Context: an optimization exercise on an open-source flow, tuned for small area, a short achievable clock period and few clock cycles per item. The choices shown serve that exercise and are no tape-out recipe. No run shown here included a check of the RTL's function; only the layout flow was run. Power is estimated from default activity; no workload was simulated.

## flow/design.v (module list and top-level ports; edited modules follow where they fit)
// module conv_pool_unit: 1478 lines
// module csa_fa: 11 lines
// module cnn_layer_top: 142 lines
module cnn_layer_top
(
    input  logic        clk,
    input  logic        reset,
    input  logic [15:0] i_rd_base,
    input  logic [15:0] i_wr_base,
    output logic [15:0] o_rd_addr1,
    output logic [15:0] o_rd_addr2,
    input  logic [7:0]  i_rd_data1,
    input  logic [7:0]  i_rd_data2,
    output logic        o_wr_en,
    output logic [15:0] o_wr_addr,
    output logic [7:0]  o_wr_data,
    output logic        o_done
);
  // ...
==> flow/run.sh <==
#!/bin/bash
# synth_recipe.tcl (not shown) runs the flow's synth.tcl, then flattens the netlist and writes it again
# the make line also repeats each setting of config.mk as NAME=value (left out here)
make -C /OpenROAD-flow-scripts/flow DESIGN_CONFIG=/design/flow/config.mk WORK_HOME=/design/flow/orfs CLKGATE_MAP_FILE= SYNTH_SCRIPT=/design/flow/synth_recipe.tcl finish
==> flow/config.mk <==
export PLATFORM = sky130hd
export DESIGN_NAME = cnn_layer_top
export DESIGN_NICKNAME = cnn_layer_top
export VERILOG_FILES = /design/flow/design.v
export SDC_FILE = /design/flow/constraint.sdc
export NUM_CORES = 4
export LEC_CHECK = 0
export CAP_MARGIN = 20
export CORE_MARGIN = 2
export CORE_UTILIZATION = 40
export SLEW_MARGIN = 20
export SYNTH_HIERARCHICAL = 1
==> flow/constraint.sdc <==
create_clock -name core_clock -period 12.0 [get_ports {clk}]
set_input_delay 2.4000 -clock core_clock [delete_from_list [all_inputs] [get_ports {clk}]]
set_output_delay 2.4000 -clock core_clock [all_outputs]
set_load 0.01 [all_outputs]
==> metrics.md, run 1 <==
| Metric | Value |
|---|---|
| Result of the run | no timing/DRC/antenna violations |
| Via count | 19.7k |
| Worst r2r src | mw[5][2]$_SDFF_PN0_ |
| Amount of wire on met3 after detailed routing | ~6900 µm |
| Crit path cell chain | clkdlybuf4s50_1 |
| Clock tree from TritonCTS | built |
| Total of hold buffers inserted after clock tree synthesis | 0 |
| Remaining design rule violation count | 0 |
| Final-layout clock-cell area share | around 5.5% |
| Inserted tap cell count | 1,030 |
| Buffer depth of the longest clock path | 3 |
| Synth top area share | 35.2% |
| Area of the core | around 0.076 mm² |
| Cell at the slowest stage of the critical path | sky130_fd_sc_hd__edfxtp_1 |
| Seq_cells | about 500 |
| Worst reg2reg path depth | 7 |
| Final Hold Violating Endpoints | 0 |
| Total of max-cap violations | 0 |
| Max Fanout on Critical Path | 12 |
| Ant diodes | 1 |
| Endpoint required time on the critical path | 9600 ps |
| Highest metal layer used by the detailed router | met4 |
| Most common cell after layout, fill and taps aside | sky130_fd_sc_hd__fa_1 |
| Overall routed net length | 96,900 µm |
| Routed length on met1 | between 30,000 and 40,000 µm |
| Level count of the clock H-tree | 2 |
| Maximum number of pins on one net before global-route repair | 82 |
| Launch point of the worst path | o_wr_addr[4]$_DFFE_PP_ |
| Clock group power | about 1.7 mW |
==> module cnn_layer_top, before the edit <==
module cnn_layer_top
(
    input  logic        clk,
    input  logic        reset,
    input  logic [15:0] i_rd_base,
    input  logic [15:0] i_wr_base,
    output logic [15:0] o_rd_addr1,
    output logic [15:0] o_rd_addr2,
    input  logic [7:0]  i_rd_data1,
    input  logic [7:0]  i_rd_data2,
    output logic        o_wr_en,
    output logic [15:0] o_wr_addr,
    output logic [7:0]  o_wr_data,
    output logic        o_done
);
    logic [6:0]  t;
    logic [6:0]  t_next;
    logic [7:0]  w  [0:8];
    logic [7:0]  mw [0:8];
    logic [7:0]  sr [0:18];
    logic [6:0]  low;
    logic        neg, big;
    logic [6:0]  clamp;
    logic [6:0]  clamp_q;
    logic [6:0]  pool_sr [0:3];
    logic [6:0]  pair_max;
    logic [6:0]  pool_out;
    logic [1:0]  wr_row;
    logic [1:0]  ph_pipe;
    logic [1:0]  col_pipe;
    assign t_next = reset ? 7'd0 : ((t == 7'd127) ? t : t + 7'd1);
    always_ff @(posedge clk)
    begin
        t <= t_next;
    end
    always_ff @(posedge clk)
    begin
        if (reset)
        begin
            o_rd_addr1 <= i_rd_base + 16'd9;
            o_rd_addr2 <= i_rd_base;
        end
        else
        begin
            if (t < 7'd63)
                o_rd_addr1 <= o_rd_addr1 + ((t[2:0] == 3'd7) ? -16'd55 : 16'd8);
            if (t < 7'd8)
                o_rd_addr2 <= o_rd_addr2 + 16'd1;
        end
    end
    always_ff @(posedge clk)
    begin
        for (int k = 0; k < 9; k++)
        begin
            if (t == 7'(k + 1))
                w[k] <= i_rd_data2;
        end
    end
    always_ff @(posedge clk)
    begin
        sr[0] <= i_rd_data1;
        for (int k = 1; k < 19; k++)
            sr[k] <= sr[k-1];
    end
    logic [6:0] kn;
    logic       pr0, pr7, pc0, pc7;
    assign kn  = t_next - 7'd11;
    assign pr0 = (kn[2:0] == 3'd0);
    assign pr7 = (kn[2:0] == 3'd7);
    assign pc0 = (kn[5:3] == 3'd0);
    assign pc7 = (kn[5:3] == 3'd7);
    always_ff @(posedge clk)
    begin
        mw[0] <= (pr0 || pc0) ? 8'd0 : w[0];
        mw[1] <= pr0          ? 8'd0 : w[1];
        mw[2] <= (pr0 || pc7) ? 8'd0 : w[2];
        mw[3] <= pc0          ? 8'd0 : w[3];
        mw[5] <= pc7          ? 8'd0 : w[5];
        mw[6] <= (pr7 || pc0) ? 8'd0 : w[6];
        mw[7] <= pr7          ? 8'd0 : w[7];
        mw[8] <= (pr7 || pc7) ? 8'd0 : w[8];
    end
    assign mw[4] = w[4];
    conv_pool_unit u_lane (
        .clk (clk),
        .w0 (mw[0]), .w1 (mw[1]), .w2 (mw[2]),
        .w3 (mw[3]), .w4 (mw[4]), .w5 (mw[5]),
        .w6 (mw[6]), .w7 (mw[7]), .w8 (mw[8]),
        .x0 (sr[18]), .x1 (sr[10]), .x2 (sr[2]),
        .x3 (sr[17]), .x4 (sr[9]),  .x5 (sr[1]),
        .x6 (sr[16]), .x7 (sr[8]),  .x8 (sr[0]),
        .o_low (low), .o_neg (neg), .o_big (big)
    );
    logic kn_c_odd;
    logic [6:0] kc;
    assign kc       = t - 7'd11;
    assign kn_c_odd = kc[3];
    always_ff @(posedge clk)
    begin
        ph_pipe  <= {ph_pipe[0], (t >= 7'd11) && (t <= 7'd74) && (t[0] == 1'b0)};
        col_pipe <= {col_pipe[0], kn_c_odd};
    end
    assign clamp = neg ? 7'd0 : (big ? 7'd127 : low);
    logic gt_cp, gt_cs, gt_ps;
    assign gt_cp    = clamp > clamp_q;
    assign gt_cs    = clamp > pool_sr[3];
    assign gt_ps    = clamp_q > pool_sr[3];
    assign pair_max = gt_cp ? clamp : clamp_q;
    assign pool_out = (gt_cp && gt_cs) ? clamp : ((!gt_cp && gt_ps) ? clamp_q : pool_sr[3]);
    always_ff @(posedge clk)
    begin
        clamp_q <= clamp;
        if (ph_pipe[1])
        begin
            pool_sr[0] <= pair_max;
            for (int k = 1; k < 4; k++)
                pool_sr[k] <= pool_sr[k-1];
        end
        o_wr_data <= {1'b0, pool_out};
    end
    always_ff @(posedge clk)
    begin
        if (reset)
        begin
            o_wr_en   <= 1'b0;
            o_done    <= 1'b0;
            o_wr_addr <= i_wr_base;
            wr_row    <= '0;
        end
        else
        begin
            o_wr_en <= ph_pipe[1] && col_pipe[1];
            if (t == 7'd76)
                o_done <= 1'b1;
            if (o_wr_en)
            begin
                wr_row    <= wr_row + 2'd1;
                o_wr_addr <= o_wr_addr + ((wr_row == 2'd3) ? -16'd11 : 16'd4);
            end
        end
    end
endmodule
==> run 2, diff against run 1 <==
--- a/flow/design.v
+++ b/flow/design.v
@@ -21,17 +21,17 @@
     input  logic [7:0] x8,
     output logic [6:0] o_low,    
     output logic       o_neg,    
     output logic       o_big     
 );
     logic [575:0] npp;
     logic [542:0] ns_f, nc_f;
     logic [21:0] ns_h, nc_h;
-    logic [99:0] nd, nq;
+    logic [69:0] nd, nq;
     logic [18:0] na, nb, g, p, s;
     assign npp[0] = ~(w0[0] & x0[0]);
     assign npp[1] = ~(w0[0] & x0[1]);
     assign npp[2] = ~(w0[0] & x0[2]);
     assign npp[3] = ~(w0[0] & x0[3]);
     assign npp[4] = ~(w0[0] & x0[4]);
     assign npp[5] = ~(w0[0] & x0[5]);
     assign npp[6] = ~(w0[0] & x0[6]);
@@ -1115,201 +1115,171 @@
     csa_fa u_fa473 (.a(ns_f[429]), .b(nc_f[424]), .c(nc_f[425]), .s(ns_f[473]), .co(nc_f[473]));
     csa_fa u_fa474 (.a(ns_f[430]), .b(ns_f[431]), .c(nc_f[376]), .s(ns_f[474]), .co(nc_f[474]));
     csa_fa u_fa475 (.a(ns_f[432]), .b(nc_f[426]), .c(nc_f[427]), .s(ns_f[475]), .co(nc_f[475]));
     csa_fa u_fa476 (.a(ns_f[433]), .b(nc_f[428]), .c(nc_f[429]), .s(ns_f[476]), .co(nc_f[476]));
     csa_fa u_fa477 (.a(nc_f[379]), .b(ns_f[434]), .c(nc_f[380]), .s(ns_f[477]), .co(nc_f[477]));
     csa_fa u_fa478 (.a(nc_f[381]), .b(nc_f[430]), .c(nc_f[431]), .s(ns_f[478]), .co(nc_f[478]));
     assign ns_h[16] = ~(nc_f[432] ^ nc_f[433]);
     assign nc_h[16] = nc_f[432] | nc_f[433];
-    csa_fa u_fa479 (.a(nq[0]), .b(nq[1]), .c(nq[2]), .s(ns_f[479]), .co(nc_f[479]));
-    csa_fa u_fa480 (.a(nq[6]), .b(nq[7]), .c(nq[8]), .s(ns_f[480]), .co(nc_f[480]));
-    assign ns_h[17] = ~(nq[9] ^ nq[10]);
-    assign nc_h[17] = nq[9] | nq[10];
-    csa_fa u_fa481 (.a(nq[12]), .b(nq[13]), .c(nq[14]), .s(ns_f[481]), .co(nc_f[481]));
-    csa_fa u_fa482 (.a(nq[15]), .b(nq[16]), .c(nq[17]), .s(ns_f[482]), .co(nc_f[482]));
-    csa_fa u_fa483 (.a(nq[18]), .b(nq[19]), .c(nq[20]), .s(ns_f[483]), .co(nc_f[483]));
-    csa_fa u_fa484 (.a(nq[21]), .b(nq[22]), .c(nq[23]), .s(ns_f[484]), .co(nc_f[484]));
-    csa_fa u_fa485 (.a(nq[24]), .b(nq[25]), .c(nq[26]), .s(ns_f[485]), .co(nc_f[485]));
-    csa_fa u_fa486 (.a(nq[27]), .b(nq[28]), .c(nq[29]), .s(ns_f[486]), .co(nc_f[486]));
-    csa_fa u_fa487 (.a(nq[30]), .b(nq[31]), .c(nq[32]), .s(ns_f[487]), .co(nc_f[487]));
-    csa_fa u_fa488 (.a(nq[33]), .b(nq[34]), .c(nq[35]), .s(ns_f[488]), .co(nc_f[488]));
-    csa_fa u_fa489 (.a(nq[36]), .b(nq[37]), .c(nq[38]), .s(ns_f[489]), .co(nc_f[489]));
-    csa_fa u_fa490 (.a(nq[39]), .b(nq[40]), .c(nq[41]), .s(ns_f[490]), .co(nc_f[490]));
-    csa_fa u_fa491 (.a(nq[42]), .b(nq[43]), .c(nq[44]), .s(ns_f[491]), .co(nc_f[491]));
-    csa_fa u_fa492 (.a(nq[45]), .b(nq[46]), .c(nq[47]), .s(ns_f[492]), .co(nc_f[492]));
-    csa_fa u_fa493 (.a(nq[48]), .b(nq[49]), .c(nq[50]), .s(ns_f[493]), .co(nc_f[493]));
-    csa_fa u_fa494 (.a(nq[51]), .b(nq[52]), .c(nq[53]), .s(ns_f[494]), .co(nc_f[494]));
-    csa_fa u_fa495 (.a(nq[54]), .b(nq[55]), .c(nq[56]), .s(ns_f[495]), .co(nc_f[495]));
-    csa_fa u_fa496 (.a(nq[57]), .b(nq[58]), .c(nq[59]), .s(ns_f[496]), .co(nc_f[496]));
-    csa_fa u_fa497 (.a(nq[60]), .b(nq[61]), .c(nq[62]), .s(ns_f[497]), .co(nc_f[497]));
-    csa_fa u_fa498 (.a(nq[63]), .b(nq[64]), .c(nq[65]), .s(ns_f[498]), .co(nc_f[498]));
-    csa_fa u_fa499 (.a(nq[66]), .b(nq[67]), .c(nq[68]), .s(ns_f[499]), .co(nc_f[499]));
-    csa_fa u_fa500 (.a(nq[69]), .b(nq[70]), .c(nq[71]), .s(ns_f[500]), .co(nc_f[500]));
-    csa_fa u_fa501 (.a(nq[72]), .b(nq[73]), .c(nq[74]), .s(ns_f[501]), .co(nc_f[501]));
-    csa_fa u_fa502 (.a(nq[75]), .b(nq[76]), .c(nq[77]), .s(ns_f[502]), .co(nc_f[502]));
-    csa_fa u_fa503 (.a(nq[78]), .b(nq[79]), .c(nq[80]), .s(ns_f[503]), .co(nc_f[503]));
-    csa_fa u_fa504 (.a(nq[81]), .b(nq[82]), .c(nq[83]), .s(ns_f[504]), .co(nc_f[504]));
-    csa_fa u_fa505 (.a(nq[84]), .b(nq[85]), .c(nq[86]), .s(ns_f[505]), .co(nc_f[505]));
-    csa_fa u_fa506 (.a(nq[87]), .b(nq[88]), .c(nq[89]), .s(ns_f[506]), .co(nc_f[506]));
-    csa_fa u_fa507 (.a(nq[90]), .b(nq[91]), .c(nq[92]), .s(ns_f[507]), .co(nc_f[507]));
-    csa_fa u_fa508 (.a(nq[93]), .b(nq[94]), .c(nq[95]), .s(ns_f[508]), .co(nc_f[508]));
-    assign ns_f[509] = nq[96] ^ nq[97];
-    assign nc_f[509] = nq[96] & nq[97];
-    assign ns_h[18] = ~(nq[98] ^ nq[99]);
-    assign nc_h[18] = nq[98] | nq[99];
-    assign ns_h[19] = ~(nq[3] ^ nq[4]);
-    assign nc_h[19] = nq[3] | nq[4];
-    csa_fa u_fa510 (.a(nq[11]), .b(ns_h[17]), .c(nc_f[479]), .s(ns_f[510]), .co(nc_f[510]));
-    csa_fa u_fa511 (.a(nc_h[17]), .b(nc_f[480]), .c(ns_f[481]), .s(ns_f[511]), .co(nc_f[511]));
-    csa_fa u_fa512 (.a(nc_f[481]), .b(nc_f[482]), .c(ns_f[483]), .s(ns_f[512]), .co(nc_f[512]));
-    csa_fa u_fa513 (.a(nc_f[483]), .b(nc_f[484]), .c(ns_f[485]), .s(ns_f[513]), .co(nc_f[513]));
-    csa_fa u_fa514 (.a(nc_f[485]), .b(nc_f[486]), .c(ns_f[487]), .s(ns_f[514]), .co(nc_f[514]));
-    csa_fa u_fa515 (.a(nc_f[487]), .b(nc_f[488]), .c(ns_f[489]), .s(ns_f[515]), .co(nc_f[515]));
-    csa_fa u_fa516 (.a(nc_f[489]), .b(nc_f[490]), .c(ns_f[491]), .s(ns_f[516]), .co(nc_f[516]));
-    csa_fa u_fa517 (.a(nc_f[491]), .b(nc_f[492]), .c(ns_f[493]), .s(ns_f[517]), .co(nc_f[517]));
-    csa_fa u_fa518 (.a(nc_f[493]), .b(nc_f[494]), .c(ns_f[495]), .s(ns_f[518]), .co(nc_f[518]));
-    csa_fa u_fa519 (.a(nc_f[495]), .b(nc_f[496]), .c(ns_f[497]), .s(ns_f[519]), .co(nc_f[519]));
-    csa_fa u_fa520 (.a(nc_f[497]), .b(nc_f[498]), .c(ns_f[499]), .s(ns_f[520]), .co(nc_f[520]));
-    csa_fa u_fa521 (.a(nc_f[499]), .b(nc_f[500]), .c(ns_f[501]), .s(ns_f[521]), .co(nc_f[521]));
-    csa_fa u_fa522 (.a(nc_f[501]), .b(nc_f[502]), .c(ns_f[503]), .s(ns_f[522]), .co(nc_f[522]));
-    csa_fa u_fa523 (.a(nc_f[503]), .b(nc_f[504]), .c(ns_f[505]), .s(ns_f[523]), .co(nc_f[523]));
-    csa_fa u_fa524 (.a(nc_f[505]), .b(nc_f[506]), .c(ns_f[507]), .s(ns_f[524]), .co(nc_f[524]));
-    csa_fa u_fa525 (.a(ns_f[509]), .b(ns_h[18]), .c(nc_f[507]), .s(ns_f[525]), .co(nc_f[525]));
-    assign ns_f[526] = nc_f[509] ^ nc_h[18];
-    assign nc_f[526] = nc_f[509] & nc_h[18];
-    assign ns_h[20] = ~(nq[5] ^ ns_h[19]);
-    assign nc_h[20] = nq[5] | ns_h[19];
-    csa_fa u_fa527 (.a(nc_h[19]), .b(ns_f[480]), .c(ns_f[510]), .s(ns_f[527]), .co(nc_f[527]));
-    csa_fa u_fa528 (.a(ns_f[482]), .b(nc_f[510]), .c(ns_f[511]), .s(ns_f[528]), .co(nc_f[528]));
-    csa_fa u_fa529 (.a(ns_f[484]), .b(nc_f[511]), .c(ns_f[512]), .s(ns_f[529]), .co(nc_f[529]));
-    csa_fa u_fa530 (.a(ns_f[486]), .b(nc_f[512]), .c(ns_f[513]), .s(ns_f[530]), .co(nc_f[530]));
-    csa_fa u_fa531 (.a(ns_f[488]), .b(nc_f[513]), .c(ns_f[514]), .s(ns_f[531]), .co(nc_f[531]));
-    csa_fa u_fa532 (.a(ns_f[490]), .b(nc_f[514]), .c(ns_f[515]), .s(ns_f[532]), .co(nc_f[532]));
-    csa_fa u_fa533 (.a(ns_f[492]), .b(nc_f[515]), .c(ns_f[516]), .s(ns_f[533]), .co(nc_f[533]));
-    csa_fa u_fa534 (.a(ns_f[494]), .b(nc_f[516]), .c(ns_f[517]), .s(ns_f[534]), .co(nc_f[534]));
-    csa_fa u_fa535 (.a(ns_f[496]), .b(nc_f[517]), .c(ns_f[518]), .s(ns_f[535]), .co(nc_f[535]));
-    csa_fa u_fa536 (.a(ns_f[498]), .b(nc_f[518]), .c(ns_f[519]), .s(ns_f[536]), .co(nc_f[536]));
-    csa_fa u_fa537 (.a(ns_f[500]), .b(nc_f[519]), .c(ns_f[520]), .s(ns_f[537]), .co(nc_f[537]));
-    csa_fa u_fa538 (.a(ns_f[502]), .b(nc_f[520]), .c(ns_f[521]), .s(ns_f[538]), .co(nc_f[538]));
-    csa_fa u_fa539 (.a(ns_f[504]), .b(nc_f[521]), .c(ns_f[522]), .s(ns_f[539]), .co(nc_f[539]));
-    csa_fa u_fa540 (.a(ns_f[506]), .b(nc_f[522]), .c(ns_f[523]), .s(ns_f[540]), .co(nc_f[540]));
-    csa_fa u_fa541 (.a(ns_f[508]), .b(nc_f[523]), .c(ns_f[524]), .s(ns_f[541]), .co(nc_f[541]));
-    csa_fa u_fa542 (.a(nc_f[508]), .b(ns_f[525]), .c(nc_f[524]), .s(ns_f[542]), .co(nc_f[542]));
+    csa_fa u_fa479 (.a(npp[320]), .b(npp[384]), .c(npp[448]), .s(ns_f[479]), .co(nc_f[479]));
+    csa_fa u_fa480 (.a(nc_h[14]), .b(nc_f[435]), .c(ns_f[436]), .s(ns_f[480]), .co(nc_f[480]));
+    assign ns_h[17] = ~(ns_f[307] ^ ns_h[15]);
+    assign nc_h[17] = ns_f[307] | ns_h[15];
+    csa_fa u_fa481 (.a(nc_f[436]), .b(nc_h[15]), .c(nc_f[437]), .s(ns_f[481]), .co(nc_f[481]));
+    csa_fa u_fa482 (.a(ns_f[438]), .b(ns_f[439]), .c(ns_f[440]), .s(ns_f[482]), .co(nc_f[482]));
+    csa_fa u_fa483 (.a(nc_f[438]), .b(nc_f[439]), .c(ns_f[441]), .s(ns_f[483]), .co(nc_f[483]));
+    csa_fa u_fa484 (.a(nc_f[440]), .b(ns_f[442]), .c(ns_f[443]), .s(ns_f[484]), .co(nc_f[484]));
+    csa_fa u_fa485 (.a(nc_f[441]), .b(nc_f[442]), .c(ns_f[444]), .s(ns_f[485]), .co(nc_f[485]));
+    csa_fa u_fa486 (.a(nc_f[443]), .b(ns_f[445]), .c(ns_f[446]), .s(ns_f[486]), .co(nc_f[486]));
+    csa_fa u_fa487 (.a(nc_f[444]), .b(ns_f[447]), .c(nc_f[445]), .s(ns_f[487]), .co(nc_f[487]));
+    csa_fa u_fa488 (.a(nc_f[446]), .b(ns_f[448]), .c(ns_f[449]), .s(ns_f[488]), .co(nc_f[488]));
+    csa_fa u_fa489 (.a(nc_f[447]), .b(nc_f[448]), .c(ns_f[450]), .s(ns_f[489]), .co(nc_f[489]));
+    csa_fa u_fa490 (.a(nc_f[449]), .b(ns_f[451]), .c(ns_f[452]), .s(ns_f[490]), .co(nc_f[490]));
+    csa_fa u_fa491 (.a(nc_f[450]), .b(nc_f[451]), .c(ns_f[453]), .s(ns_f[491]), .co(nc_f[491]));
+    csa_fa u_fa492 (.a(ns_f[454]), .b(nc_f[452]), .c(ns_f[455]), .s(ns_f[492]), .co(nc_f[492]));
+    csa_fa u_fa493 (.a(nc_f[453]), .b(ns_f[456]), .c(nc_f[454]), .s(ns_f[493]), .co(nc_f[493]));
+    csa_fa u_fa494 (.a(ns_f[457]), .b(nc_f[455]), .c(ns_f[458]), .s(ns_f[494]), .co(nc_f[494]));
+    csa_fa u_fa495 (.a(nc_f[456]), .b(nc_f[457]), .c(ns_f[459]), .s(ns_f[495]), .co(nc_f[495]));
+    csa_fa u_fa496 (.a(ns_f[460]), .b(nc_f[458]), .c(ns_f[461]), .s(ns_f[496]), .co(nc_f[496]));
+    csa_fa u_fa497 (.a(nc_f[459]), .b(ns_f[462]), .c(nc_f[460]), .s(ns_f[497]), .co(nc_f[497]));
+    csa_fa u_fa498 (.a(ns_f[463]), .b(nc_f[461]), .c(ns_f[464]), .s(ns_f[498]), .co(nc_f[498]));
+    csa_fa u_fa499 (.a(ns_f[465]), .b(nc_f[462]), .c(nc_f[463]), .s(ns_f[499]), .co(nc_f[499]));
+    csa_fa u_fa500 (.a(ns_f[466]), .b(nc_f[464]), .c(ns_f[467]), .s(ns_f[500]), .co(nc_f[500]));
+    csa_fa u_fa501 (.a(nc_f[465]), .b(ns_f[468]), .c(nc_f[466]), .s(ns_f[501]), .co(nc_f[501]));
+    csa_fa u_fa502 (.a(ns_f[469]), .b(nc_f[467]), .c(ns_f[470]), .s(ns_f[502]), .co(nc_f[502]));
+    csa_fa u_fa503 (.a(ns_f[471]), .b(nc_f[468]), .c(ns_f[472]), .s(ns_f[503]), .co(nc_f[503]));
+    csa_fa u_fa504 (.a(nc_f[469]), .b(nc_f[470]), .c(ns_f[473]), .s(ns_f[504]), .co(nc_f[504]));
+    csa_fa u_fa505 (.a(ns_f[474]), .b(ns_f[475]), .c(nc_f[471]), .s(ns_f[505]), .co(nc_f[505]));
+    csa_fa u_fa506 (.a(nc_f[472]), .b(ns_f[476]), .c(nc_f[473]), .s(ns_f[506]), .co(nc_f[506]));
+    csa_fa u_fa507 (.a(ns_f[477]), .b(ns_f[478]), .c(nc_f[474]), .s(ns_f[507]), .co(nc_f[507]));
+    csa_fa u_fa508 (.a(ns_h[16]), .b(nc_f[475]), .c(nc_f[476]), .s(ns_f[508]), .co(nc_f[508]));
+    assign ns_f[509] = nc_f[434] ^ nc_f[477];
+    assign nc_f[509] = nc_f[434] & nc_f[477];
+    assign ns_h[18] = ~(nc_f[478] ^ nc_h[16]);
+    assign nc_h[18] = nc_f[478] | nc_h[16];
+    assign ns_h[19] = ~(nq[0] ^ nq[1]);
+    assign nc_h[19] = nq[0] | nq[1];
+    csa_fa u_fa510 (.a(nq[4]), .b(nq[5]), .c(nq[6]), .s(ns_f[510]), .co(nc_f[510]));
+    csa_fa u_fa511 (.a(nq[8]), .b(nq[9]), .c(nq[10]), .s(ns_f[511]), .co(nc_f[511]));
+    csa_fa u_fa512 (.a(nq[12]), .b(nq[13]), .c(nq[14]), .s(ns_f[512]), .co(nc_f[512]));
+    csa_fa u_fa513 (.a(nq[16]), .b(nq[17]), .c(nq[18]), .s(ns_f[513]), .co(nc_f[513]));
+    csa_fa u_fa514 (.a(nq[20]), .b(nq[21]), .c(nq[22]), .s(ns_f[514]), .co(nc_f[514]));
+    csa_fa u_fa515 (.a(nq[24]), .b(nq[25]), .c(nq[26]), .s(ns_f[515]), .co(nc_f[515]));
+    csa_fa u_fa516 (.a(nq[28]), .b(nq[29]), .c(nq[30]), .s(ns_f[516]), .co(nc_f[516]));
+    csa_fa u_fa517 (.a(nq[32]), .b(nq[33]), .c(nq[34]), .s(ns_f[517]), .co(nc_f[517]));
+    csa_fa u_fa518 (.a(nq[36]), .b(nq[37]), .c(nq[38]), .s(ns_f[518]), .co(nc_f[518]));
+    csa_fa u_fa519 (.a(nq[40]), .b(nq[41]), .c(nq[42]), .s(ns_f[519]), .co(nc_f[519]));
+    csa_fa u_fa520 (.a(nq[44]), .b(nq[45]), .c(nq[46]), .s(ns_f[520]), .co(nc_f[520]));
+    csa_fa u_fa521 (.a(nq[48]), .b(nq[49]), .c(nq[50]), .s(ns_f[521]), .co(nc_f[521]));
+    csa_fa u_fa522 (.a(nq[52]), .b(nq[53]), .c(nq[54]), .s(ns_f[522]), .co(nc_f[522]));
+    csa_fa u_fa523 (.a(nq[56]), .b(nq[57]), .c(nq[58]), .s(ns_f[523]), .co(nc_f[523]));
+    csa_fa u_fa524 (.a(nq[60]), .b(nq[61]), .c(nq[62]), .s(ns_f[524]), .co(nc_f[524]));
+    csa_fa u_fa525 (.a(nq[64]), .b(nq[65]), .c(nq[66]), .s(ns_f[525]), .co(nc_f[525]));
+    assign ns_f[526] = nq[68] ^ nq[69];
+    assign nc_f[526] = nq[68] & nq[69];
+    assign ns_h[20] = ~(nq[2] ^ nq[3]);
+    assign nc_h[20] = nq[2] | nq[3];
+    csa_fa u_fa527 (.a(nq[7]), .b(nc_h[19]), .c(ns_f[510]), .s(ns_f[527]), .co(nc_f[527]));
+    csa_fa u_fa528 (.a(nq[11]), .b(nc_f[510]), .c(ns_f[511]), .s(ns_f[528]), .co(nc_f[528]));
+    csa_fa u_fa529 (.a(nq[15]), .b(nc_f[511]), .c(ns_f[512]), .s(ns_f[529]), .co(nc_f[529]));
+    csa_fa u_fa530 (.a(nq[19]), .b(nc_f[512]), .c(ns_f[513]), .s(ns_f[530]), .co(nc_f[530]));
+    csa_fa u_fa531 (.a(nq[23]), .b(nc_f[513]), .c(ns_f[514]), .s(ns_f[531]), .co(nc_f[531]));
+    csa_fa u_fa532 (.a(nq[27]), .b(nc_f[514]), .c(ns_f[515]), .s(ns_f[532]), .co(nc_f[532]));
+    csa_fa u_fa533 (.a(nq[31]), .b(nc_f[515]), .c(ns_f[516]), .s(ns_f[533]), .co(nc_f[533]));
+    csa_fa u_fa534 (.a(nq[35]), .b(nc_f[516]), .c(ns_f[517]), .s(ns_f[534]), .co(nc_f[534]));
+    csa_fa u_fa535 (.a(nq[39]), .b(nc_f[517]), .c(ns_f[518]), .s(ns_f[535]), .co(nc_f[535]));
+    csa_fa u_fa536 (.a(nq[43]), .b(nc_f[518]), .c(ns_f[519]), .s(ns_f[536]), .co(nc_f[536]));
+    csa_fa u_fa537 (.a(nq[47]), .b(nc_f[519]), .c(ns_f[520]), .s(ns_f[537]), .co(nc_f[537]));
+    csa_fa u_fa538 (.a(nq[51]), .b(nc_f[520]), .c(ns_f[521]), .s(ns_f[538]), .co(nc_f[538]));
+    csa_fa u_fa539 (.a(nq[55]), .b(nc_f[521]), .c(ns_f[522]), .s(ns_f[539]), .co(nc_f[539]));
+    csa_fa u_fa540 (.a(nq[59]), .b(nc_f[522]), .c(ns_f[523]), .s(ns_f[540]), .co(nc_f[540]));
+    csa_fa u_fa541 (.a(nq[63]), .b(nc_f[523]), .c(ns_f[524]), .s(ns_f[541]), .co(nc_f[541]));
+    csa_fa u_fa542 (.a(nq[67]), .b(nc_f[524]), .c(ns_f[525]), .s(ns_f[542]), .co(nc_f[542]));
     assign ns_h[21] = ~(ns_f[526] ^ nc_f[525]);
     assign nc_h[21] = ns_f[526] | nc_f[525];
-    assign nd[0] = ns_f[435];
-    assign nd[1] = ns_h[14];
-    assign nd[2] = npp[320];
-    assign nd[3] = npp[384];
-    assign nd[4] = npp[448];
-    assign nd[5] = npp[512];
-    assign nd[6] = nc_f[435];
-    assign nd[7] = nc_h[14];
-    assign nd[8] = ns_f[436];
-    assign nd[9] = ns_f[437];
-    assign nd[10] = ns_h[15];
-    assign nd[11] = ns_f[307];
-    assign nd[12] = nc_f[436];
-    assign nd[13] = nc_f[437];
-    assign nd[14] = nc_h[15];
-    assign nd[15] = ns_f[438];
-    assign nd[16] = ns_f[439];
-    assign nd[17] = ns_f[440];
-    assign nd[18] = nc_f[438];
-    assign nd[19] = nc_f[439];
-    assign nd[20] = nc_f[440];
-    assign nd[21] = ns_f[441];
-    assign nd[22] = ns_f[442];
-    assign nd[23] = ns_f[443];
-    assign nd[24] = nc_f[441];
-    assign nd[25] = nc_f[442];
-    assign nd[26] = nc_f[443];
-    assign nd[27] = ns_f[444];
-    assign nd[28] = ns_f[445];
-    assign nd[29] = ns_f[446];
-    assign nd[30] = nc_f[444];
-    assign nd[31] = nc_f[445];
-    assign nd[32] = nc_f[446];
-    assign nd[33] = ns_f[447];
-    assign nd[34] = ns_f[448];
-    assign nd[35] = ns_f[449];
-    assign nd[36] = nc_f[447];
-    assign nd[37] = nc_f[448];
-    assign nd[38] = nc_f[449];
-    assign nd[39] = ns_f[450];
-    assign nd[40] = ns_f[451];
-    assign nd[41] = ns_f[452];
-    assign nd[42] = nc_f[450];
-    assign nd[43] = nc_f[451];
-    assign nd[44] = nc_f[452];
-    assign nd[45] = ns_f[453];
-    assign nd[46] = ns_f[454];
-    assign nd[47] = ns_f[455];
-    assign nd[48] = nc_f[453];
-    assign nd[49] = nc_f[454];
-    assign nd[50] = nc_f[455];
-    assign nd[51] = ns_f[456];
-    assign nd[52] = ns_f[457];
-    assign nd[53] = ns_f[458];
-    assign nd[54] = nc_f[456];
-    assign nd[55] = nc_f[457];
-    assign nd[56] = nc_f[458];
-    assign nd[57] = ns_f[459];
-    assign nd[58] = ns_f[460];
-    assign nd[59] = ns_f[461];
-    assign nd[60] = nc_f[459];
-    assign nd[61] = nc_f[460];
-    assign nd[62] = nc_f[461];
-    assign nd[63] = ns_f[462];
-    assign nd[64] = ns_f[463];
-    assign nd[65] = ns_f[464];
-    assign nd[66] = nc_f[462];
-    assign nd[67] = nc_f[463];
-    assign nd[68] = nc_f[464];
-    assign nd[69] = ns_f[465];
-    assign nd[70] = ns_f[466];
-    assign nd[71] = ns_f[467];
-    assign nd[72] = nc_f[465];
-    assign nd[73] = nc_f[466];
-    assign nd[74] = nc_f[467];
-    assign nd[75] = ns_f[468];
-    assign nd[76] = ns_f[469];
-    assign nd[77] = ns_f[470];
-    assign nd[78] = nc_f[468];
-    assign nd[79] = nc_f[469];
-    assign nd[80] = nc_f[470];
-    assign nd[81] = ns_f[471];
-    assign nd[82] = ns_f[472];
-    assign nd[83] = ns_f[473];
-    assign nd[84] = nc_f[471];
-    assign nd[85] = nc_f[472];
-    assign nd[86] = nc_f[473];
-    assign nd[87] = ns_f[474];
-    assign nd[88] = ns_f[475];
-    assign nd[89] = ns_f[476];
-    assign nd[90] = nc_f[474];
-    assign nd[91] = nc_f[475];
-    assign nd[92] = nc_f[476];
-    assign nd[93] = ns_f[477];
-    assign nd[94] = ns_f[478];
-    assign nd[95] = ns_h[16];
-    assign nd[96] = nc_f[477];
-    assign nd[97] = nc_f[478];
-    assign nd[98] = nc_h[16];
-    assign nd[99] = nc_f[434];
+    assign nd[0] = ns_f[479];
+    assign nd[1] = npp[512];
+    assign nd[2] = ns_h[14];
+    assign nd[3] = ns_f[435];
+    assign nd[4] = nc_f[479];
+    assign nd[5] = ns_f[480];
+    assign nd[6] = ns_h[17];
+    assign nd[7] = ns_f[437];
+    assign nd[8] = nc_f[480];
+    assign nd[9] = nc_h[17];
+    assign nd[10] = ns_f[481];
+    assign nd[11] = ns_f[482];
+    assign nd[12] = nc_f[481];
+    assign nd[13] = nc_f[482];
+    assign nd[14] = ns_f[483];
+    assign nd[15] = ns_f[484];
+    assign nd[16] = nc_f[483];
+    assign nd[17] = nc_f[484];
+    assign nd[18] = ns_f[485];
+    assign nd[19] = ns_f[486];
+    assign nd[20] = nc_f[485];
+    assign nd[21] = nc_f[486];
+    assign nd[22] = ns_f[487];
+    assign nd[23] = ns_f[488];
+    assign nd[24] = nc_f[487];
+    assign nd[25] = nc_f[488];
+    assign nd[26] = ns_f[489];
+    assign nd[27] = ns_f[490];
+    assign nd[28] = nc_f[489];
+    assign nd[29] = nc_f[490];
+    assign nd[30] = ns_f[491];
+    assign nd[31] = ns_f[492];
+    assign nd[32] = nc_f[491];
+    assign nd[33] = nc_f[492];
+    assign nd[34] = ns_f[493];
+    assign nd[35] = ns_f[494];
+    assign nd[36] = nc_f[493];
+    assign nd[37] = nc_f[494];
+    assign nd[38] = ns_f[495];
+    assign nd[39] = ns_f[496];
+    assign nd[40] = nc_f[495];
+    assign nd[41] = nc_f[496];
+    assign nd[42] = ns_f[497];
+    assign nd[43] = ns_f[498];
+    assign nd[44] = nc_f[497];
+    assign nd[45] = nc_f[498];
+    assign nd[46] = ns_f[499];
+    assign nd[47] = ns_f[500];
+    assign nd[48] = nc_f[499];
+    assign nd[49] = nc_f[500];
+    assign nd[50] = ns_f[501];
+    assign nd[51] = ns_f[502];
+    assign nd[52] = nc_f[501];
+    assign nd[53] = nc_f[502];
+    assign nd[54] = ns_f[503];
+    assign nd[55] = ns_f[504];
+    assign nd[56] = nc_f[503];
+    assign nd[57] = nc_f[504];
+    assign nd[58] = ns_f[505];
+    assign nd[59] = ns_f[506];
+    assign nd[60] = nc_f[505];
+    assign nd[61] = nc_f[506];
+    assign nd[62] = ns_f[507];
+    assign nd[63] = ns_f[508];
+    assign nd[64] = nc_f[507];
+    assign nd[65] = nc_f[508];
+    assign nd[66] = ns_f[509];
+    assign nd[67] = ns_h[18];
+    assign nd[68] = nc_f[509];
+    assign nd[69] = nc_h[18];
     always_ff @(posedge clk)
     begin
         nq      <= nd;
         o_low   <= s[6:0];
         o_neg   <= s[18];
         o_big   <= !s[18] && !hz;
     end
     assign na[0] = ns_h[20];
-    assign nb[0] = ns_f[479];
+    assign nb[0] = ns_h[19];
     assign na[1] = nc_h[20];
     assign nb[1] = ns_f[527];
     assign na[2] = nc_f[527];
     assign nb[2] = ns_f[528];
     assign na[3] = nc_f[528];
     assign nb[3] = ns_f[529];
     assign na[4] = nc_f[529];
     assign nb[4] = ns_f[530];
@@ -1497,134 +1467,189 @@
     output logic [15:0] o_rd_addr2,
     input  logic [7:0]  i_rd_data1,
     input  logic [7:0]  i_rd_data2,
     output logic        o_wr_en,
     output logic [15:0] o_wr_addr,
     output logic [7:0]  o_wr_data,
     output logic        o_done
 );
-    logic [6:0]  t;
-    logic [6:0]  t_next;
-    logic [7:0]  w  [0:8];
-    logic [7:0]  mw [0:8];
-    logic [7:0]  sr [0:18];
-    logic [6:0]  low;
-    logic        neg, big;
-    logic [6:0]  clamp;
-    logic [6:0]  clamp_q;
+    logic [5:0]  t;
+    logic [5:0]  t_next;
+    logic [7:0]  w [0:8];
+    logic [15:0] sr [0:10];
+    logic [7:0]  tap_top [0:2];
+    logic [7:0]  tap_m0  [0:2];
+    logic [7:0]  tap_m1  [0:2];
+    logic [7:0]  tap_bot [0:2];
+    logic [7:0]  tap_b0  [0:2];
+    logic [7:0]  tap_b1  [0:2];
+    logic [6:0]  clamp_a, clamp_b;
+    logic [6:0]  low_a, low_b;
+    logic        neg_a, neg_b, big_a, big_b;
+    logic [1:0]  wr_pipe;
     logic [6:0]  pool_sr [0:3];
     logic [6:0]  pair_max;
     logic [6:0]  pool_out;
     logic [1:0]  wr_row;
-    logic [1:0]  ph_pipe;
-    logic [1:0]  col_pipe;
-    assign t_next = reset ? 7'd0 : ((t == 7'd127) ? t : t + 7'd1);
+    assign t_next = reset ? 6'd0 : ((t == 6'd63) ? t : t + 6'd1);
     always_ff @(posedge clk)
     begin
         t <= t_next;
     end
+    logic [15:0] d1, d2;
+    always_comb
+    begin
+        if (t == 6'd0)
+        begin
+            d1 = 16'd1;
+            d2 = 16'd2;
+        end
+        else if (t < 6'd4)
+        begin
+            d1 = 16'd2;
+            d2 = 16'd2;
+        end
+        else if (t == 6'd4)
+        begin
+            d1 = 16'd2;
+            d2 = 16'd9;
+        end
+        else if (t >= 6'd36)
+        begin
+            d1 = 16'd0;
+            d2 = 16'd0;
+        end
+        else if (t[1:0] == 2'd0)
+        begin
+            d1 = -16'd47;
+            d2 = -16'd47;
+        end
+        else
+        begin
+            d1 = 16'd16;
+            d2 = 16'd16;
+        end
+    end
     always_ff @(posedge clk)
     begin
         if (reset)
         begin
-            o_rd_addr1 <= i_rd_base + 16'd9;
+            o_rd_addr1 <= i_rd_base;
             o_rd_addr2 <= i_rd_base;
         end
         else
         begin
-            if (t < 7'd63)
-                o_rd_addr1 <= o_rd_addr1 + ((t[2:0] == 3'd7) ? -16'd55 : 16'd8);
-            if (t < 7'd8)
-                o_rd_addr2 <= o_rd_addr2 + 16'd1;
+            o_rd_addr1 <= o_rd_addr1 + d1;
+            o_rd_addr2 <= o_rd_addr2 + d2;
         end
     end
     always_ff @(posedge clk)
     begin
-        for (int k = 0; k < 9; k++)
+        if (t == 6'd1)
+            w[0] <= i_rd_data1;
+        for (int j = 1; j < 5; j++)
         begin
-            if (t == 7'(k + 1))
-                w[k] <= i_rd_data2;
+            if (t == 6'(j + 1))
+            begin
+                w[2*j-1] <= i_rd_data1;
+                w[2*j]   <= i_rd_data2;
+            end
         end
     end
     always_ff @(posedge clk)
     begin
-        sr[0] <= i_rd_data1;
-        for (int k = 1; k < 19; k++)
+        sr[0] <= ((t >= 6'd1 && t <= 6'd5) || t >= 6'd38) ? 16'd0 : {i_rd_data2, i_rd_data1};
+        for (int k = 1; k < 11; k++)
             sr[k] <= sr[k-1];
     end
-    logic [6:0] kn;
-    logic       pr0, pr7, pc0, pc7;
-    assign kn  = t_next - 7'd11;
-    assign pr0 = (kn[2:0] == 3'd0);
-    assign pr7 = (kn[2:0] == 3'd7);
-    assign pc0 = (kn[5:3] == 3'd0);
-    assign pc7 = (kn[5:3] == 3'd7);
+    logic [7:0] wa_top [0:2];
+    logic [7:0] wb_bot [0:2];
+    logic       nr0, nr3;
+    assign nr0 = (t_next[1:0] == 2'd0);
+    assign nr3 = (t_next[1:0] == 2'd3);
+    always_ff @(posedge clk)
+    begin
+        for (int j = 0; j < 3; j++)
+        begin
+            wa_top[j] <= nr0 ? 8'd0 : w[j];
+            wb_bot[j] <= nr3 ? 8'd0 : w[6+j];
+        end
+    end
+    logic [15:0] srb [0:2];
+    logic [7:0]  wb_mid [0:2];
     always_ff @(posedge clk)
     begin
-        mw[0] <= (pr0 || pc0) ? 8'd0 : w[0];
-        mw[1] <= pr0          ? 8'd0 : w[1];
-        mw[2] <= (pr0 || pc7) ? 8'd0 : w[2];
-        mw[3] <= pc0          ? 8'd0 : w[3];
-        mw[5] <= pc7          ? 8'd0 : w[5];
-        mw[6] <= (pr7 || pc0) ? 8'd0 : w[6];
-        mw[7] <= pr7          ? 8'd0 : w[7];
-        mw[8] <= (pr7 || pc7) ? 8'd0 : w[8];
+        for (int j = 0; j < 3; j++)
+        begin
+            srb[j]    <= reset ? 16'd0 : sr[4*j];
+            wb_mid[j] <= reset ? 8'd0 : w[3+j];
+        end
     end
-    assign mw[4] = w[4];
-    conv_pool_unit u_lane (
+    for (genvar j = 0; j < 3; j++)
+    begin : g_win
+        assign tap_top[j] = sr[4*j+2][15:8];
+        assign tap_m0[j]  = sr[4*j+1][7:0];
+        assign tap_m1[j]  = sr[4*j+1][15:8];
+        assign tap_bot[j] = sr[4*j][7:0];
+        assign tap_b0[j]  = srb[j][7:0];
+        assign tap_b1[j]  = srb[j][15:8];
+    end
+    conv_pool_unit u_lane_a (
         .clk (clk),
-        .w0 (mw[0]), .w1 (mw[1]), .w2 (mw[2]),
-        .w3 (mw[3]), .w4 (mw[4]), .w5 (mw[5]),
-        .w6 (mw[6]), .w7 (mw[7]), .w8 (mw[8]),
-        .x0 (sr[18]), .x1 (sr[10]), .x2 (sr[2]),
-        .x3 (sr[17]), .x4 (sr[9]),  .x5 (sr[1]),
-        .x6 (sr[16]), .x7 (sr[8]),  .x8 (sr[0]),
-        .o_low (low), .o_neg (neg), .o_big (big)
+        .w0 (wa_top[2]), .w1 (wa_top[1]), .w2 (wa_top[0]),
+        .w3 (w[5]), .w4 (w[4]), .w5 (w[3]),
+        .w6 (w[8]), .w7 (w[7]), .w8 (w[6]),
+        .x0 (tap_top[0]), .x1 (tap_top[1]), .x2 (tap_top[2]),
+        .x3 (tap_m0[0]),  .x4 (tap_m0[1]),  .x5 (tap_m0[2]),
+        .x6 (tap_m1[0]),  .x7 (tap_m1[1]),  .x8 (tap_m1[2]),
+        .o_low (low_a), .o_neg (neg_a), .o_big (big_a)
+    );
+    conv_pool_unit u_lane_b (
+        .clk (clk),
+        .w0 (w[2]), .w1 (w[1]), .w2 (w[0]),
+        .w3 (wb_mid[2]), .w4 (wb_mid[1]), .w5 (wb_mid[0]),
+        .w6 (wb_bot[2]), .w7 (wb_bot[1]), .w8 (wb_bot[0]),
+        .x0 (tap_b0[0]),  .x1 (tap_b0[1]),  .x2 (tap_b0[2]),
+        .x3 (tap_b1[0]),  .x4 (tap_b1[1]),  .x5 (tap_b1[2]),
+        .x6 (tap_bot[0]), .x7 (tap_bot[1]), .x8 (tap_bot[2]),
+        .o_low (low_b), .o_neg (neg_b), .o_big (big_b)
     );
-    logic kn_c_odd;
-    logic [6:0] kc;
-    assign kc       = t - 7'd11;
-    assign kn_c_odd = kc[3];
     always_ff @(posedge clk)
     begin
-        ph_pipe  <= {ph_pipe[0], (t >= 7'd11) && (t <= 7'd74) && (t[0] == 1'b0)};
-        col_pipe <= {col_pipe[0], kn_c_odd};
+        wr_pipe <= {wr_pipe[0], (t >= 6'd12) && (t <= 6'd43) && !t[2]};
     end
-    assign clamp = neg ? 7'd0 : (big ? 7'd127 : low);
-    logic gt_cp, gt_cs, gt_ps;
-    assign gt_cp    = clamp > clamp_q;
-    assign gt_cs    = clamp > pool_sr[3];
-    assign gt_ps    = clamp_q > pool_sr[3];
-    assign pair_max = gt_cp ? clamp : clamp_q;
-    assign pool_out = (gt_cp && gt_cs) ? clamp : ((!gt_cp && gt_ps) ? clamp_q : pool_sr[3]);
+    assign clamp_a = neg_a ? 7'd0 : (big_a ? 7'd127 : low_a);
+    assign clamp_b = neg_b ? 7'd0 : (big_b ? 7'd127 : low_b);
+    logic gt_ab, gt_ap, gt_bp;
+    assign gt_ab    = clamp_a > clamp_b;
+    assign gt_ap    = clamp_a > pool_sr[3];
+    assign gt_bp    = clamp_b > pool_sr[3];
+    assign pair_max = gt_ab ? clamp_a : clamp_b;
+    assign pool_out = (gt_ab && gt_ap) ? clamp_a : ((!gt_ab && gt_bp) ? clamp_b : pool_sr[3]);
     always_ff @(posedge clk)
     begin
-        clamp_q <= clamp;
-        if (ph_pipe[1])
-        begin
-            pool_sr[0] <= pair_max;
-            for (int k = 1; k < 4; k++)
-                pool_sr[k] <= pool_sr[k-1];
-        end
+        pool_sr[0] <= pair_max;
+        for (int k = 1; k < 4; k++)
+            pool_sr[k] <= pool_sr[k-1];
         o_wr_data <= {1'b0, pool_out};
     end
     always_ff @(posedge clk)
     begin
         if (reset)
         begin
             o_wr_en   <= 1'b0;
             o_done    <= 1'b0;
             o_wr_addr <= i_wr_base;
             wr_row    <= '0;
         end
         else
         begin
-            o_wr_en <= ph_pipe[1] && col_pipe[1];
-            if (t == 7'd76)
+            o_wr_en <= wr_pipe[1];
+            if (t == 6'd45)
                 o_done <= 1'b1;
             if (o_wr_en)
             begin
                 wr_row    <= wr_row + 2'd1;
                 o_wr_addr <= o_wr_addr + ((wr_row == 2'd3) ? -16'd11 : 16'd4);
             end
         end
     end
==> metrics.md, run 2 <==
| Metric | Value |
|---|---|
| Leak Pwr | 18.0 nW (was 13.1 nW) |
| Start point of the worst hold path | pool_sr[0][1]$_DFF_P_ (was sr[15][7]$_DFF_P_) |
| Total of max-cap violations | 0 (unchanged) |
| Post-Syn Instances | 4,056 (was 2,533) |
| Final RePlAce weighted congestion | 1.03 (was 0.959) |
| CTS root buffer | sky130_fd_sc_hd__clkbuf_16 (unchanged) |
| CP endpoint | u_lane_b.nq[39]$_DFF_P_ (was o_wr_addr[4]) |
| Power Dens Cells | 239 mW/mm² (was 280 mW/mm²) |
| Number of gates given a new drive strength after cts | 0 (unchanged) |
| Starting density of the core | 40.4% (about the same) |
| Max reg flops | 168 (was 152) |
| Worst r2r dst | u_lane_b.nq[39]$_DFF_P_ (was u_lane.nq[53]$_DFF_P_) |
| Clock Sinks | 613 (was 502) |
| Launch point of the worst path | wb_mid[0][5]$_SDFF_PP0_ (was o_wr_addr[4]$_DFFE_PP_) |
| Vias in the first global route | 34.1k (was 21.8k) |
| Die area | 0.122 mm² (was 0.0791 mm²) |
| Result of the run | no timing/DRC/antenna violations (unchanged) |
| Synthesis Warnings | 34 (was 18) |
| IO Pins | 108 (unchanged) |
| Clock tree from TritonCTS | built (unchanged) |
| Chip Width | 349 µm (was 281 µm) |
| Classification of the worst setup path | reg2reg (was reg2out) |
| Remaining design rule violation count | 0 (unchanged) |
| Setup repair after global routing missed its margin | no (unchanged) |
| Commonest cells after routing, fill and taps aside | sky130_fd_sc_hd__fa_1, sky130_fd_sc_hd__nand2_1, sky130_fd_sc_hd__dfxtp_1 (unchanged) |
| Fraction of layout cells with a size suffix above 1 | 4.17% (was 5.50%) |
| Buffer depth of the longest clock path | 3 (unchanged) |
| Clock slew at reported path FFs | 60 ps (about the same) |
| Average via count per standard cell | 5.47 (was 5.33) |
| Total of fill cells in the finished design | 10.9k (was 6,948) |
| Multiplexer share of the synthesized area | 0.202% (was 0.802%) |
| Congestion Overflow GR | 0 (unchanged) |
| Sum of net half-perimeters after detailed placement | 124,000 µm (was 74,600 µm) |
| Switching power as a share of total power | 43.7% (was 42.6%) |
| XOR/XNOR Fraction of Synth Area | 1.06% (was 2.34%) |
| Level count of the clock H-tree | 3 (was 2) |
| Worst hold-check path type | reg2reg (unchanged) |
| Most frequent cells after synthesis | sky130_fd_sc_hd__fa_1, sky130_fd_sc_hd__nand2_1, sky130_fd_sc_hd__dfxtp_1 (unchanged) |
| Transition time of the tightest slew-check pin | 1120 ps (was 1050 ps) |
| Sort of element at the start of the critical path | flop (unchanged) |
| Adder-cell share of the synthesized area | 50.0% (was 38.8%) |
| Net count of the mapped netlist | 5,363 (was 3,212) |
| Top cell type by total area after synthesis | sky130_fd_sc_hd__fa_1 (unchanged) |
| Area of the core | 0.118 mm² (was 0.0761 mm²) |
| Top area cells in the synthesized netlist | sky130_fd_sc_hd__fa_1, sky130_fd_sc_hd__dfxtp_1, sky130_fd_sc_hd__nand2_1 (was sky130_fd_sc_hd__fa_1, sky130_fd_sc_hd__dfxtp_1, sky130_fd_sc_hd__edfxtp_1) |
| Smallest hold slack | 321 ps (was 320 ps) |
| Library cell with the highest instance count after synthesis | sky130_fd_sc_hd__fa_1 (unchanged) |
| Seq pwr share | 24.5% (was 24.3%) |
| Total of hold buffers inserted after clock tree synthesis | 0 (unchanged) |
| Portion of the post-synthesis area used by sequential elements | 27.6% (was 37.5%) |
| Area Overhead vs Synth | 10.3% (was 13.2%) |
| Endpoint required time on the critical path | 12,500 ps (was 9600 ps) |
| Num rows | 126 (was 101) |
| Worst r2r src | wb_mid[0][5]$_SDFF_PP0_ (was mw[5][2]$_SDFF_PN0_) |
| Maximum number of pins on one net before global-route repair | 73 (was 82) |
| First-pass GRT wire length | 228,000 µm (was 143,000 µm) |
| Post-synth EDFFs | 88 (was 148) |
| Fin Setup TNS | 0 ps (unchanged) |
| Max Slew Vio Count | 0 (unchanged) |
| Clock group share of total power | 17.6% (was 17.9%) |
| Synth top area share | 45.5% (was 35.2%) |
| Worst EP arrival | 5200 ps (was 1920 ps) |
| Biggest regs | sr (168), w (72) (was sr (152), u_lane.nq (100), w (72)) |
| Number of distinct library cells after synthesis | 77 (was 84) |
| Overall track demand over capacity in global routing | 26.0% (was 25.2%) |
| CTS buffer count | 71 (was 55) |
| IO Port Bufs | 106 (unchanged) |
| Ant diodes | 0 (was 1) |
| DR WL/cell | 27.2 µm (was 26.2 µm) |
| Antenna violations before repair | 6 (was 2) |
| Storage cell area | 0.0132 mm² (was 0.0115 mm²) |
| Final Hold Violating Endpoints | 0 (unchanged) |
| Endpoint type of the worst setup path | flop (was output port) |
| Clock Latency Late Sink | 660 ps (was 640 ps) |
| Post-route ant nets | 0 (unchanged) |
| Combinational family with the most area after synthesis | adder cells (unchanged) |
| Register bit count reported by yosys | 613 (was 502) |
| Most common cell after layout, fill and taps aside | sky130_fd_sc_hd__fa_1 (unchanged) |
| Via count | 31.3k (was 19.7k) |
| Post-synth top flop | sky130_fd_sc_hd__dfxtp_1 (unchanged) |
| Area of the mapped netlist | 0.0477 mm² (was 0.0308 mm²) |
| Post-Synthesis Mean Instance Area | 11.8 µm² (was 12.1 µm²) |
| Filler-free cell count of the finished design | 5,710 (was 3,703) |
| Area of the multi-input gates | 0.0333 mm² (was 0.0184 mm²) |
| DP Area | 0.0503 mm² (was 0.0329 mm²) |
| Starting DRT DRC Count | 3,096 (was 1,571) |
| Part of the power in combinational logic | 57.8% (about the same) |
| Worst slew margin relative to its limit | 25.5% (was 29.8%) |
| Fin nets | 5,423 (was 3,304) |
| Final Cycle Share | 39.1% (was 36.0%) |
| Worst supply voltage drop on vdd | 207 µV (was 362 µV) |
| Post-CTS Setup Bufs | 0 (unchanged) |
| Internal power | 7.09 mW (was 5.59 mW) |
| Simple-gate share of the synthesized area | 15.1% (was 14.0%) |
| Worst R2R Setup Slack | 7310 ps (was 7700 ps) |
| Post-layout instance area | 0.0526 mm² (was 0.0348 mm²) |
| Number of placed instances with taps included | 5,579 (was 3,597) |
| Fraction of the mapped netlist area in compound gates | 3.34% (was 3.83%) |
| Register with the highest flop count | sr (unchanged) |
| Setup-violating endpoint count in the final report | 0 (unchanged) |
| Proportion of synthesized flip-flops having asynchronous set or reset | 0% (unchanged) |
| Period minus WS final | 4690 ps (was 4320 ps) |
| Switch Pwr | 5.50 mW (was 4.15 mW) |
| Chip height | 349 µm (was 281 µm) |
| Setup clock skew after layout | 33.4 ps (was 57.2 ps) |
| Max Fanout on Critical Path | 8 (was 12) |
| Final core area utilization | 44.5% (was 45.7%) |
| Count of TritonRoute iterations in the first routing pass | 7 (was 5) |
| Worst reg2reg path depth | 8 (was 7) |
| Achievable Freq | 213 MHz (was 231 MHz) |
| Overall routed net length | 155,000 µm (was 96,900 µm) |
-- run 2: cell count changes after synthesis, sizes merged, moves of 90 or more --
cell / previous run / this run
and2: 186 / 313
dfxtp: 354 / 525
fa: 541 / 1084
inv: 126 / 216
nand2: 492 / 935
nor2b: 24 / 122
-- run 2: how the worst min path moves through the flow --
stage / cells past startpoint / endpoint
2_1_floorplan: 0 / pool_sr[1][0]$_DFF_P_
3_3_place_gp: 0 / pool_sr[2][5]$_DFF_P_
3_5_place_dp: 0 / pool_sr[3][0]$_DFF_P_
4_1_cts: 0 / sr[8][4]$_DFF_P_
5_1_grt: 0 / sr[4][0]$_DFF_P_
6_report: 0 / pool_sr[1][1]$_DFF_P_
-- run 2: per-module statistics from Yosys (local to each module, per instance) --
| module | cells inside | flip-flops and latches | times used |
|---|---|---|---|
| conv_pool_unit | 905 | 79 | 2 |
| cnn_layer_top | 1170 | 455 | 1 |
| csa_fa | 1 | 0 | 1076 |
-- run 2: power groups by stage --
stage	Combinational (mW)	Sequential [mW]	Clock, mW
6_report	7.28	3.09	2.22
5_1_grt	8.30	3.12	2.34
4_1_cts	7.42	3.07	2.26
3_5_place_dp	7.39	3.12	0
3_3_place_gp	7.19	3.11	0
2_1_floorplan	4.97	2.87	0
-- run 2: cell type report --
class / instances / area share, %
multi-input cells: 3100 / 63.2
flip-flops and latches: 613 / 25.0
well taps: 1536 / 3.65
clock buffers: 85 / 3.59
repair buffers: 113 / 2.11
inverters: 217 / 1.55
clock inverters: 46 / 0.901
-- run 2: logic make-up (layout without fill, tap and decap cells) --
| group | count (synthesis) | after routing |
|---|---|---|
| adder cells (fa/ha/maj) | 1257 | 1257 |
| AND/OR/NAND/NOR | 1547 | 1547 |
| AO/OA/AOI/OAI | 229 | 229 |
| other | 1 | 1 |
| buffers and inverters | 343 | 461 |
| XOR/XNOR | 58 | 58 |
| multiplexers | 8 | 8 |
| flip-flops | 613 | 613 |
-- run 2: through the flow --
stage	setup WS [ps]	power, mW
6_report	7310	12.6
5_1_grt	7230	13.8
4_1_cts	7390	12.8
3_5_place_dp	7380	10.5
3_3_place_gp	7380	10.3
2_1_floorplan	7900	7.84
-- run 2: worst max-delay path: stages (launching register included) --
cell and delay, ps:
sky130_fd_sc_hd__dfxtp_1 840, sky130_fd_sc_hd__nand2_1 170, sky130_fd_sc_hd__fa_1 540, sky130_fd_sc_hd__fa_1 520, sky130_fd_sc_hd__fa_1 520, sky130_fd_sc_hd__fa_1 530, sky130_fd_sc_hd__fa_1 470, sky130_fd_sc_hd__fa_1 540
sky130_fd_sc_hd__fa_1 420
-- run 2: layer usage --
| metal | vias up | global-route usage, % | part of all wire, % |
|---|---|---|---|
| met5 | - | 0.157 | 0.017 |
| met4 | 4 | 13.6 | 6.3 |
| met2 | 1859 | 40.0 | 45 |
| li1 | 12782 | - | - |
| met3 | 469 | 6.41 | 10 |
| met1 | 16147 | 34.2 | 39 |

[port drivers added, routing unchanged]
Ports are ideal in the flow. The routed layouts listed here were re-timed in OpenROAD.
Step 1: set_driving_cell puts a clkbuf_16 on clk and a buf_2 on each other input, an assumption about the parent block.
Step 2 times the ports against the registers' clock, not the clock port: input delays grow and output delays shrink by t, the midpoint of the rising clock arrivals with the driver on.
Three values: ideal ports, drivers, drivers and shift; two values: the first two.
| run | t (ns) | setup slack, ns | clock arrival spread, ns | worst data-port slew with drivers (ns) | cell pins on the clock port's net |
|---|---|---|---|---|---|
| run 1 | 0.679 | 7.677 / 7.613 / 7.154 | 0.059 / 0.060 | 0.06 | 1 |
| run 2 | 0.713 | 7.307 / 7.307 / 7.307 | 0.035 / 0.034 | 0.14 | 1 |
After both steps every run listed still meets setup and hold. The setup slack of run 1, which loses most, moves by -0.064 ns with the drivers and by -0.523 ns with both steps.
